From an optimization exercise on the open Yosys and OpenROAD flow, aimed at small area; shortcuts taken in it are not production practice.
Only simulation tests tie the RTL to the original design; equivalence was not proved.

## cpu_top
module cpu_top (
    input  logic                   clk,
    input  logic                   rst,
    output logic [8-1:0] mem_addr,
    output logic [16-1:0] mem_wdata,
    output logic                   mem_we,
    output logic                   mem_req_valid,
    input  logic                   mem_req_ready,
    input  logic [16-1:0] mem_rdata,
    output logic                   halted
);
Size: about 7500 sq um of cells after synthesis.
export LEC_CHECK = 0
export CAP_MARGIN = 20
export CORE_MARGIN = 2
export CORE_UTILIZATION = 60
export SLEW_MARGIN = 20
export SYNTH_HIERARCHICAL = 0
create_clock -name core_clock -period 10.0 [get_ports {clk}]
standard.sh (not shown) runs the stock make flow with config.mk's settings and CLKGATE_MAP_FILE= SYNTH_SCRIPT=/design/flow/synth_recipe.tcl, a recipe that flattens the netlist after the stock synthesis.
==> flow/flow/run.sh <==
#!/bin/bash
# The standard flow's layout with four changes:
#  - synthesis is the standard synthesis script, except that ABC maps each
#    module's logic with an area-oriented script (flow/abc_*.script, chosen
#    per module below); registers, their names and cells are as in the
#    standard synthesis;
#  - the smallest buffer on every input and output port;
#  - a clock tree without dummy loads;
#  - after floorplanning, every combinational cell swapped to the smallest
#    cell of its function (the later repair steps upsize where needed).
# Each step logs to its own file in this folder.
set -euo pipefail
export BUFFER_PORTS_ARGS="-buffer_cell sky130_fd_sc_hd__buf_1"
export CTS_ARGS="-sink_clustering_enable -repair_clock_nets -dont_use_dummy_load -buf_list sky130_fd_sc_hd__clkbuf_4 -sink_clustering_size 12 -sink_clustering_max_diameter 40"
HERE=$PWD
# ABC script per module: flow/abc_<letter>.script
PLAN="cpu_top c"
{
  cat <<TCL
proc abc {args} {
  set i [lsearch \$args -script]
  foreach {mod scr} {$PLAN} {
    set a \$args
    lset a [expr {\$i + 1}] $HERE/flow/abc_\$scr.script
    yosys abc {*}\$a \$mod
  }
}
TCL
  cat synth_recipe.tcl
} > own_synth.tcl
sed "s|SYNTH_SCRIPT=[^ ]*|SYNTH_SCRIPT=$HERE/own_synth.tcl|" standard.sh > own_standard.sh
bash own_standard.sh synth > synth.log 2>&1
bash own_standard.sh floorplan > floorplan.log 2>&1
RES=orfs/results/$FLOW_PLATFORM/cpu_top/base
LIB_FILE=$FLOW_HOME/platforms/$FLOW_PLATFORM/lib/sky130_fd_sc_hd__tt_025C_1v80.lib \
ODB_IN=$RES/2_floorplan.odb ODB_OUT=$RES/2_floorplan.odb \
  openroad -no_init -exit flow/downsize.tcl > downsize.log 2>&1
bash own_standard.sh finish > finish.log 2>&1
==> flow/flow/abc_c.script <==
strash
dch -f
amap
topo
stime -c
dnsize -c
Other scripts of this flow, unchanged in this note and not shown: flow/flow/abc_a.script, flow/flow/abc_b.script, flow/flow/downsize.tcl
Next try:
--- a/flow/flow/run.sh
+++ b/flow/flow/run.sh
@@ -13,3 +13,3 @@
 export BUFFER_PORTS_ARGS="-buffer_cell sky130_fd_sc_hd__buf_1"
-export CTS_ARGS="-sink_clustering_enable -repair_clock_nets -dont_use_dummy_load -buf_list sky130_fd_sc_hd__clkbuf_4 -sink_clustering_size 12 -sink_clustering_max_diameter 40"
+export CTS_ARGS="-sink_clustering_enable -repair_clock_nets -dont_use_dummy_load -buf_list sky130_fd_sc_hd__clkbuf_8 -sink_clustering_size 22 -sink_clustering_max_diameter 60"
 HERE=$PWD
CORE_UTILIZATION = 40   (was 60)
- synthesized cell count is unchanged
- worst hold slack is worse by 0.014 ns
- global-route usage falls by 5.6 points
- setup slack is worse by 0.15 ns
- synthesized area stays the same
- fmax falls by about 2.3%
- routed wire length rises by 5.4%
- design area rises by about 1.4%
- register-to-register slack is better by 0.04 ns
- non-clock buffer count falls by 1
- die area rises by 48%
Next try:
--- a/flow/flow/run.sh
+++ b/flow/flow/run.sh
@@ -13,3 +13,3 @@
 export BUFFER_PORTS_ARGS="-buffer_cell sky130_fd_sc_hd__buf_1"
-export CTS_ARGS="-sink_clustering_enable -repair_clock_nets -dont_use_dummy_load -buf_list sky130_fd_sc_hd__clkbuf_8 -sink_clustering_size 22 -sink_clustering_max_diameter 60"
+export CTS_ARGS="-sink_clustering_enable -repair_clock_nets -dont_use_dummy_load -buf_list sky130_fd_sc_hd__clkbuf_4 -sink_clustering_size 12 -sink_clustering_max_diameter 40"
 HERE=$PWD
==> flow/flow/abc_c.script (replaced) <==
strash
dc2
dc2
dch -f
amap
topo
stime -c
dnsize -c
After rerunning: Design area barely changes; clock-buffer cell count grows by 16; critical path depth is higher by 5; cell count is higher slightly.

afterwards: timing with drivers on the ports:
No port has a modelled driver above. Below, the same layouts with a new extraction and two added sets of constraints. Step 1: set_driving_cell puts a clkbuf_16 on clk and a buf_2 on each other input, an assumption about the parent block. Step 2 also shifts input and output timing later by t, the mid clock arrival at the registers, as if the neighbouring blocks saw the same clock. a / b / c = ideal / step 1 / step 2; a / b = the first two.
| run | t (ns) | setup WS [ns] | worst register clock-pin slew, ns |
|---|---|---|---|
| the first run | 0.631 | 3.473 / 3.482 / 2.851 | 0.11 / 0.11 |
| the second run | 0.537 | 3.319 / 3.312 / 2.775 | 0.12 / 0.12 |
| the third run | 0.619 | 3.028 / 3.011 / 2.393 | 0.11 / 0.11 |
After both steps setup and hold are still met in every run listed. The setup slack of the third run, which loses most, moves by -0.017 ns with the drivers and by -0.635 ns with both steps.
